This design comes from an exercise in tuning for small area on the open sky130 flow, not from production work.
At most, simulation tests tie the RTL to the original design; equivalence was not proved.
Power is estimated from default activity; no workload was simulated.

Design grid_astar_path_search_unit, start of the top module:
module grid_astar_path_search_unit #(
  parameter int GRID_SIDE = 8
) (
  input  logic       clk,
  input  logic       rst_n,
  input  logic       in_valid,
  output logic       in_ready,
  input  logic       in_func,
  input  logic [2:0] in_cell_row,
  input  logic [2:0] in_cell_col,
  input  logic       in_blocked,
  input  logic [2:0] in_start_row,
  input  logic [2:0] in_start_col,
  input  logic [2:0] in_goal_row,
  input  logic [2:0] in_goal_col,
  output logic       out_valid,
  input  logic       out_ready,
  output logic [2:0] out_path_row,
  output logic [2:0] out_path_col,
  output logic       out_found,
  output logic       out_last
);
  logic [2:0] cs_head, cs_wd;
  logic       cs_we;
  logic [6:0] ls_head, ls_wd;
  logic       ls_we;
  gaps_ctrl u_ctrl (
    .clk          (clk),
    .rst_n        (rst_n),
    .in_valid     (in_valid),
    .in_ready     (in_ready),
    .in_func      (in_func),
    .in_cell_row  (in_cell_row),
    .in_cell_col  (in_cell_col),
    .in_blocked   (in_blocked),
    .in_start_row (in_start_row),
    .in_start_col (in_start_col),
    .in_goal_row  (in_goal_row),
    .in_goal_col  (in_goal_col),
    .out_valid    (out_valid),
    .out_ready    (out_ready),
    .out_path_row (out_path_row),
    .out_path_col (out_path_col),
    .out_found    (out_found),
    .out_last     (out_last),
    .cs_head      (cs_head),
    .cs_we        (cs_we),
    .cs_wd        (cs_wd),
  ...
Size in the first run: ~14000 um2 of cells after synthesis.
Settings: LEC_CHECK=0, CAP_MARGIN=20, CORE_MARGIN=2, CORE_UTILIZATION=40, SLEW_MARGIN=20; clock period 8.0 ns.
run.sh (not shown) runs the stock make flow with config.mk's settings and CLKGATE_MAP_FILE= SYNTH_SCRIPT=/design/flow/synth_recipe.tcl, a recipe that flattens the netlist after the stock synthesis.
Rerun with:
- ABC_AREA: default -> 1
- CORE_UTILIZATION: 40 -> 60
- CTS_BUF_LIST: default -> sky130_fd_sc_hd__clkbuf_8
- CTS_CLUSTER_DIAMETER: default -> 80
- CTS_CLUSTER_SIZE: default -> 16
Result: Worst setup slack improves by 920 ps; sequential power came out higher by 18%; global-route usage came out higher by 5.2 points; flip-flop and latch count stays the same; sequential share of layout area came out higher by 6.1 points; total power came out lower by 4.6%; clock power came out lower by 49%; non-clock buffer count came out lower by 4; hold slack stays flat.

========
Another version of the RTL of grid_astar_path_search_unit (not shown whole).
For scale: ~1100 cells after synthesis, about 34 I/O pins, roughly 0.014 mm2 of cells after synthesis.
Settings: LEC_CHECK=0, ABC_AREA=1, CAP_MARGIN=20, CORE_MARGIN=2, CORE_UTILIZATION=70, SLEW_MARGIN=20; clock period 8.0 ns.
standard.sh (not shown) runs the stock make flow with config.mk's settings and CLKGATE_MAP_FILE= SYNTH_SCRIPT=/design/flow/synth_recipe.tcl, a recipe that flattens the netlist after the stock synthesis.
==> flow/flow/run.sh <==
#!/bin/bash
# The standard layout (standard.sh, unchanged synthesis) with two ORFS knobs set:
# the port buffers use the smallest buffer cell, and clock tree synthesis
# builds sink clusters without dummy balancing loads.
set -euo pipefail
export BUFFER_PORTS_ARGS="-buffer_cell sky130_fd_sc_hd__buf_1"
export CTS_ARGS="-sink_clustering_enable -repair_clock_nets -dont_use_dummy_load -buf_list sky130_fd_sc_hd__clkbuf_4 -root_buf sky130_fd_sc_hd__clkbuf_16 -sink_clustering_size 10 -sink_clustering_max_diameter 40"
bash standard.sh finish > flow.log 2>&1
The baseline went through all stages and came out clean.
Then changed:
==> flow/flow/run.sh (replaced) <==
#!/bin/bash
# The standard layout (standard.sh, unchanged synthesis) with two ORFS knobs set:
# the port buffers use the smallest buffer cell, and clock tree synthesis uses
# clkbuf_8 sink clusters without dummy balancing loads.
set -euo pipefail
export BUFFER_PORTS_ARGS="-buffer_cell sky130_fd_sc_hd__buf_1"
export CTS_ARGS="-sink_clustering_enable -repair_clock_nets -dont_use_dummy_load -buf_list sky130_fd_sc_hd__clkbuf_8 -sink_clustering_size 16 -sink_clustering_max_diameter 80"
bash standard.sh finish > flow.log 2>&1
Settings changed: CORE_UTILIZATION 70 to 60, CTS_BUF_LIST from default to sky130_fd_sc_hd__clkbuf_8, CTS_CLUSTER_DIAMETER from default to 80, CTS_CLUSTER_SIZE from default to 16.
Utilization shrinks by 11 points.
Worst setup slack gains 26 ps.
Clock power went down by about 10%.
Wire length went down by 21%.
Power fell by 4.1%.
Register-to-register slack gains 50 ps.
Sequential power stays flat.
Non-clock buffer count goes down by 2.
Flip-flop and latch count stays the same.
No run of this note included a check of the RTL's function; only the layout flow was run.

========
grid_astar_path_search_unit, a different RTL version from the one above (not shown whole).
Size: ~34 I/O pins, ~14000 sq um of cells after synthesis.
export LEC_CHECK = 0
export ABC_AREA = 1
export ABC_CLOCK_PERIOD_IN_PS = 8000
export CAP_MARGIN = 20
export CORE_MARGIN = 2
export CORE_UTILIZATION = 60
export SLEW_MARGIN = 20
create_clock -name core_clock -period 8.0 [get_ports {clk}]
==> flow/flow/run.sh <==
#!/bin/bash
# The standard layout (standard.sh, unchanged synthesis) with two ORFS knobs set:
# the port buffers use the smallest buffer cell, and clock tree synthesis
# builds sink clusters without dummy balancing loads.
set -euo pipefail
export BUFFER_PORTS_ARGS="-buffer_cell sky130_fd_sc_hd__buf_1"
export CTS_ARGS="-sink_clustering_enable -repair_clock_nets -dont_use_dummy_load -buf_list sky130_fd_sc_hd__clkbuf_8 -sink_clustering_size 20 -sink_clustering_max_diameter 50"
bash standard.sh finish > flow.log 2>&1
Edit:
==> flow/flow/run.sh (replaced) <==
#!/bin/bash
# The standard layout (standard.sh) with three changes:
# - synthesis runs synth_recipe.tcl unchanged except that ABC maps with an
#   area-oriented script (flow/synth_amap.tcl, flow/abc_area_amap.script);
# - the port buffers use the smallest buffer cell;
# - clock tree synthesis builds clkbuf_8 sink clusters without dummy loads.
set -euo pipefail
HERE=$(cd "$(dirname "$0")" && pwd)
export BUFFER_PORTS_ARGS="-buffer_cell sky130_fd_sc_hd__buf_1"
export CTS_ARGS="-sink_clustering_enable -repair_clock_nets -dont_use_dummy_load -buf_list sky130_fd_sc_hd__clkbuf_8 -sink_clustering_size 20 -sink_clustering_max_diameter 50"
bash standard.sh finish SYNTH_SCRIPT="$HERE/synth_amap.tcl" > flow.log 2>&1
==> flow/flow/abc_area_amap.script (new file) <==
strash
ifraig
dc2
strash
dch -f
amap
==> flow/flow/synth_amap.tcl (new file) <==
# The standard flow's synthesis script (synth_recipe.tcl, sourced unchanged) with one change:
# ABC maps for area with amap (flow/abc_area_amap.script) in place of ORFS's
# area script, which also buffers and upsizes gates.
set ::amap_script [file join [file dirname [file normalize [info script]]] abc_area_amap.script]
proc abc {args} {
  set i [lsearch -exact $args -script]
  if {$i >= 0} { lset args [expr {$i + 1}] $::amap_script }
  yosys abc {*}$args
}
source [file join [file dirname [file dirname [file normalize [info script]]]] synth_recipe.tcl]
Die area is lower by 4.5%.
Setup slack gets worse by 2300 ps.
Design area is lower by 4.1%.
Sequential share of layout area is higher by 3.2 points.
Utilization hardly moves.
Non-clock buffer count is higher by 2.
Synthesized cell count is lower by 14%.
Combinational power is higher by 33%.
Power is higher by 5.4%.

========
Setup of main:
Another version of the RTL of grid_astar_path_search_unit (not shown whole).
Size: ~1000 cells after synthesis, ~34 I/O pins.
==> flow/config.mk <==
export PLATFORM = sky130hd
export DESIGN_NAME = grid_astar_path_search_unit
export DESIGN_NICKNAME = grid_astar_path_search_unit
export VERILOG_FILES = /design/flow/design.v
export SDC_FILE = /design/flow/constraint.sdc
export NUM_CORES = 4
export LEC_CHECK = 0
export ABC_AREA = 1
export ABC_CLOCK_PERIOD_IN_PS = 8000
export CAP_MARGIN = 20
export CORE_MARGIN = 2
export CORE_UTILIZATION = 60
export SLEW_MARGIN = 20
==> flow/constraint.sdc <==
create_clock -name core_clock -period 8.0 [get_ports {clk}]
set_input_delay 1.6000 -clock core_clock [delete_from_list [all_inputs] [get_ports {clk}]]
set_output_delay 1.6000 -clock core_clock [all_outputs]
set_load 0.01 [all_outputs]
==> flow/flow/run.sh <==
#!/bin/bash
# The standard layout (standard.sh, unchanged synthesis) with two ORFS knobs set:
# the port buffers use the smallest buffer cell, and clock tree synthesis
# builds sink clusters without dummy balancing loads.
set -euo pipefail
export BUFFER_PORTS_ARGS="-buffer_cell sky130_fd_sc_hd__buf_1"
export CTS_ARGS="-sink_clustering_enable -repair_clock_nets -dont_use_dummy_load -buf_list sky130_fd_sc_hd__clkbuf_8 -sink_clustering_size 20 -sink_clustering_max_diameter 50"
bash standard.sh finish > flow.log 2>&1
Inputs modified between main and the feature branch:
diff --git a/flow/flow/run.sh b/flow/flow/run.sh
--- a/flow/flow/run.sh
+++ b/flow/flow/run.sh
@@ -7 +7 @@
-export CTS_ARGS="-sink_clustering_enable -repair_clock_nets -dont_use_dummy_load -buf_list sky130_fd_sc_hd__clkbuf_8 -sink_clustering_size 20 -sink_clustering_max_diameter 50"
+export CTS_ARGS="-sink_clustering_enable -repair_clock_nets -dont_use_dummy_load -buf_list sky130_fd_sc_hd__clkbuf_8 -sink_clustering_size 16 -sink_clustering_max_diameter 80"
--- outcome ---
main -> the feature branch: number of clock buffer instances in the layout increased by a few percent. Diff main -> the feature branch: post-route clock period utilization increased by 0.86 points relative to the old numbers; register-to-register slack now sits lower.
No run of this note included a check of the RTL's function; only the layout flow was run.

========
grid_astar_path_search_unit, a different RTL version from the one above (not shown whole).
Size: about 890 cells after synthesis, about 540 flip-flops, roughly 34 I/O pins.
Design grid_astar_path_search_unit, start of the top module:
module grid_astar_path_search_unit #(
  parameter int GRID_SIDE = 8
) (
  input  logic       clk,
  input  logic       rst_n,
  input  logic       in_valid,
  output logic       in_ready,
  input  logic       in_func,
  input  logic [2:0] in_cell_row,
  input  logic [2:0] in_cell_col,
  input  logic       in_blocked,
  input  logic [2:0] in_start_row,
  input  logic [2:0] in_start_col,
  input  logic [2:0] in_goal_row,
  input  logic [2:0] in_goal_col,
  output logic       out_valid,
  input  logic       out_ready,
  output logic [2:0] out_path_row,
  output logic [2:0] out_path_col,
  output logic       out_found,
  output logic       out_last
);
==> flow/config.mk <==
export PLATFORM = sky130hd
export DESIGN_NAME = grid_astar_path_search_unit
export DESIGN_NICKNAME = grid_astar_path_search_unit
export VERILOG_FILES = /design/flow/design.v
export SDC_FILE = /design/flow/constraint.sdc
export NUM_CORES = 4
export LEC_CHECK = 0
export ABC_AREA = 1
export ABC_CLOCK_PERIOD_IN_PS = 8000
export CAP_MARGIN = 20
export CORE_MARGIN = 2
export CORE_UTILIZATION = 65
export SLEW_MARGIN = 20
==> flow/constraint.sdc <==
create_clock -name core_clock -period 8.0 [get_ports {clk}]
set_input_delay 1.6000 -clock core_clock [delete_from_list [all_inputs] [get_ports {clk}]]
set_output_delay 1.6000 -clock core_clock [all_outputs]
set_load 0.01 [all_outputs]
==> flow/flow/run.sh <==
#!/bin/bash
# The standard layout (standard.sh) with three changes:
# - synthesis runs synth_recipe.tcl unchanged except that ABC maps with an
#   area-oriented script (flow/synth_amap.tcl, flow/abc_area_amap.script);
# - the port buffers use the smallest buffer cell;
# - clock tree synthesis builds clkbuf_8 sink clusters without dummy loads.
set -euo pipefail
HERE=$(cd "$(dirname "$0")" && pwd)
export BUFFER_PORTS_ARGS="-buffer_cell sky130_fd_sc_hd__buf_1"
export CTS_ARGS="-sink_clustering_enable -repair_clock_nets -dont_use_dummy_load -buf_list sky130_fd_sc_hd__clkbuf_8 -sink_clustering_size 20 -sink_clustering_max_diameter 50"
bash standard.sh finish SYNTH_SCRIPT="$HERE/synth_amap.tcl" > flow.log 2>&1
==> flow/flow/abc_area_amap.script <==
strash
ifraig
dc2
strash
dch -f
amap
==> flow/flow/synth_amap.tcl <==
# The standard flow's synthesis script (synth_recipe.tcl, sourced unchanged) with one change:
# ABC maps for area with amap (flow/abc_area_amap.script) in place of ORFS's
# area script, which also buffers and upsizes gates.
set ::amap_script [file join [file dirname [file normalize [info script]]] abc_area_amap.script]
proc abc {args} {
  set i [lsearch -exact $args -script]
  if {$i >= 0} { lset args [expr {$i + 1}] $::amap_script }
  yosys abc {*}$args
}
source [file join [file dirname [file dirname [file normalize [info script]]]] synth_recipe.tcl]
The first run completed without violations.
==> next run, changes <==
Settings changed: PLACE_DENSITY set to 0.8.
The changed run passed the timing, DRC and antenna checks. Global-route usage fell by 3.4 points. Design area is about the same. Utilization stays flat. Clock skew is lower by 0.013 ns.

========
build 18:
Starting RTL as in the previous note.
Design grid_astar_path_search_unit, start of the top module:
module grid_astar_path_search_unit #(
  parameter int GRID_SIDE = 8
) (
  input  logic       clk,
  input  logic       rst_n,
  input  logic       in_valid,
  output logic       in_ready,
  input  logic       in_func,
  input  logic [2:0] in_cell_row,
  input  logic [2:0] in_cell_col,
  input  logic       in_blocked,
  input  logic [2:0] in_start_row,
  input  logic [2:0] in_start_col,
  input  logic [2:0] in_goal_row,
  input  logic [2:0] in_goal_col,
  output logic       out_valid,
  input  logic       out_ready,
  output logic [2:0] out_path_row,
  output logic [2:0] out_path_col,
  output logic       out_found,
  output logic       out_last
);
  logic [2:0] cs_head, cs_wd;
  logic       cs_we;
  logic [6:0] ls_head, ls_wd;
  logic       ls_we;
  gaps_ctrl u_ctrl (
    .clk          (clk),
    .rst_n        (rst_n),
    .in_valid     (in_valid),
    .in_ready     (in_ready),
    .in_func      (in_func),
    .in_cell_row  (in_cell_row),
    .in_cell_col  (in_cell_col),
    .in_blocked   (in_blocked),
    .in_start_row (in_start_row),
    .in_start_col (in_start_col),
    .in_goal_row  (in_goal_row),
    .in_goal_col  (in_goal_col),
    .out_valid    (out_valid),
    .out_ready    (out_ready),
    .out_path_row (out_path_row),
    .out_path_col (out_path_col),
    .out_found    (out_found),
    .out_last     (out_last),
    .cs_head      (cs_head),
    .cs_we        (cs_we),
    .cs_wd        (cs_wd),
    .ls_head      (ls_head),
    .ls_we        (ls_we),
    .ls_wd        (ls_wd)
  );
  gaps_dp #(.W(3), .N(GRID_SIDE * GRID_SIDE)) u_cells (
    .clk  (clk),
    .we   (cs_we),
    .wd   (cs_wd),
    .head (cs_head)
  );
  gaps_dp #(.W(7), .N(gaps_pkg::LIST_N)) u_open (
    .clk  (clk),
    .we   (ls_we),
    .wd   (ls_wd),
    .head (ls_head)
  );
endmodule
Settings: LEC_CHECK=0, ABC_AREA=1, ABC_CLOCK_PERIOD_IN_PS=8000, CAP_MARGIN=20, CORE_MARGIN=2, CORE_UTILIZATION=65, SLEW_MARGIN=20; clock period 8.0 ns.
==> flow/flow/run.sh <==
#!/bin/bash
# The standard layout (standard.sh) with three changes:
# - synthesis runs synth_recipe.tcl unchanged except that ABC maps with an
#   area-oriented script (flow/synth_amap.tcl, flow/abc_area_amap.script);
# - the port buffers use the smallest buffer cell;
# - clock tree synthesis builds clkbuf_8 sink clusters without dummy loads.
set -euo pipefail
HERE=$(cd "$(dirname "$0")" && pwd)
export BUFFER_PORTS_ARGS="-buffer_cell sky130_fd_sc_hd__buf_1"
export CTS_ARGS="-sink_clustering_enable -repair_clock_nets -dont_use_dummy_load -buf_list sky130_fd_sc_hd__clkbuf_8 -sink_clustering_size 22 -sink_clustering_max_diameter 45"
bash standard.sh finish SYNTH_SCRIPT="$HERE/synth_amap.tcl" > flow.log 2>&1
Scripts as last shown in full above: flow/flow/abc_area_amap.script, flow/flow/synth_amap.tcl
> inputs changed (build 18 -> trial 3)
- a change of CORE_UTILIZATION from 65 to 60
-- flow/flow/run.sh --
<<< build 18, line 9
export BUFFER_PORTS_ARGS="-buffer_cell sky130_fd_sc_hd__buf_1"
export CTS_ARGS="-sink_clustering_enable -repair_clock_nets -dont_use_dummy_load -buf_list sky130_fd_sc_hd__clkbuf_8 -sink_clustering_size 22 -sink_clustering_max_diameter 45"
bash standard.sh finish SYNTH_SCRIPT="$HERE/synth_amap.tcl" > flow.log 2>&1
>>> trial 3, line 9
export BUFFER_PORTS_ARGS="-buffer_cell sky130_fd_sc_hd__buf_1"
export CTS_ARGS="-sink_clustering_enable -repair_clock_nets -dont_use_dummy_load -buf_list sky130_fd_sc_hd__clkbuf_8 -sink_clustering_size 20 -sink_clustering_max_diameter 50"
bash standard.sh finish SYNTH_SCRIPT="$HERE/synth_amap.tcl" > flow.log 2>&1
Results
- Compared with build 18, trial 3 shows a share of the clock period used by the worst path after layout that is 1.4 points higher.
- Delta (trial 3 minus build 18): total wirelength of the detailed-routed design fell by 6.0%, synthesis-to-finish area growth grew by 0.30 points, delay contributed by the slowest stage of the critical path held, first-iteration DRC count down 155.
- The final layouts of build 18 and trial 3 pass the timing, DRC and antenna checks.
- Clock period minus worst slack: build 18 and trial 3 compared, higher one is trial 3
- Changes observed in trial 3 relative to build 18: power consumption comparable; placement-stage worst setup slack fell 0.078 ns.

==> what the ideal ports hide <==
In the flow no input, the clock included, has a driving cell. The finished layouts below were timed again as built, in two steps.
Step 1, drivers: a clkbuf_16 drives clk and a buf_2 each remaining input, both assumed.
Step 2 also shifts input and output timing later by t, the mid clock arrival at the registers, as if the neighbouring blocks saw the same clock.
Three values: no drivers, after step 1, after step 2; two values: the first two.
| run | t, ns | setup slack, ns | worst setup path after step 2 |
|---|---|---|---|
| the first run of note 1 | 0.605 | 1.056 / 1.008 / 1.613 | register to output |
| the second run of note 1 | 0.608 | 1.979 / 1.956 / 1.956 | input to output |
| the first run of note 2 | 0.547 | 2.898 / 2.851 / 3.398 | register to output |
| the second run of note 2 | 0.575 | 2.923 / 2.882 / 3.457 | register to output |
| the first run of note 3 | 0.567 | 3.040 / 2.996 / 3.563 | register to output |
| the second run of note 3 | 0.559 | 0.769 / 0.726 / 1.286 | register to output |
| main | 0.559 | 3.008 / 2.967 / 3.467 | input to output |
| the feature branch | 0.583 | 2.939 / 2.898 / 3.466 | input to output |
| the first run of note 5 | 0.566 | 0.579 / 0.535 / 1.101 | register to output |
| the second run of note 5 | 0.563 | 0.727 / 0.687 / 1.250 | register to output |
| build 18 | 0.566 | 0.541 / 0.501 / 1.066 | register to output |
| trial 3 | 0.551 | 0.430 / 0.387 / 0.939 | register to output |
After both steps setup and hold are still met in every run listed. For the second run of note 1, which loses most, drivers alone change the setup slack by -0.023 ns; drivers and shift together by -0.023 ns.
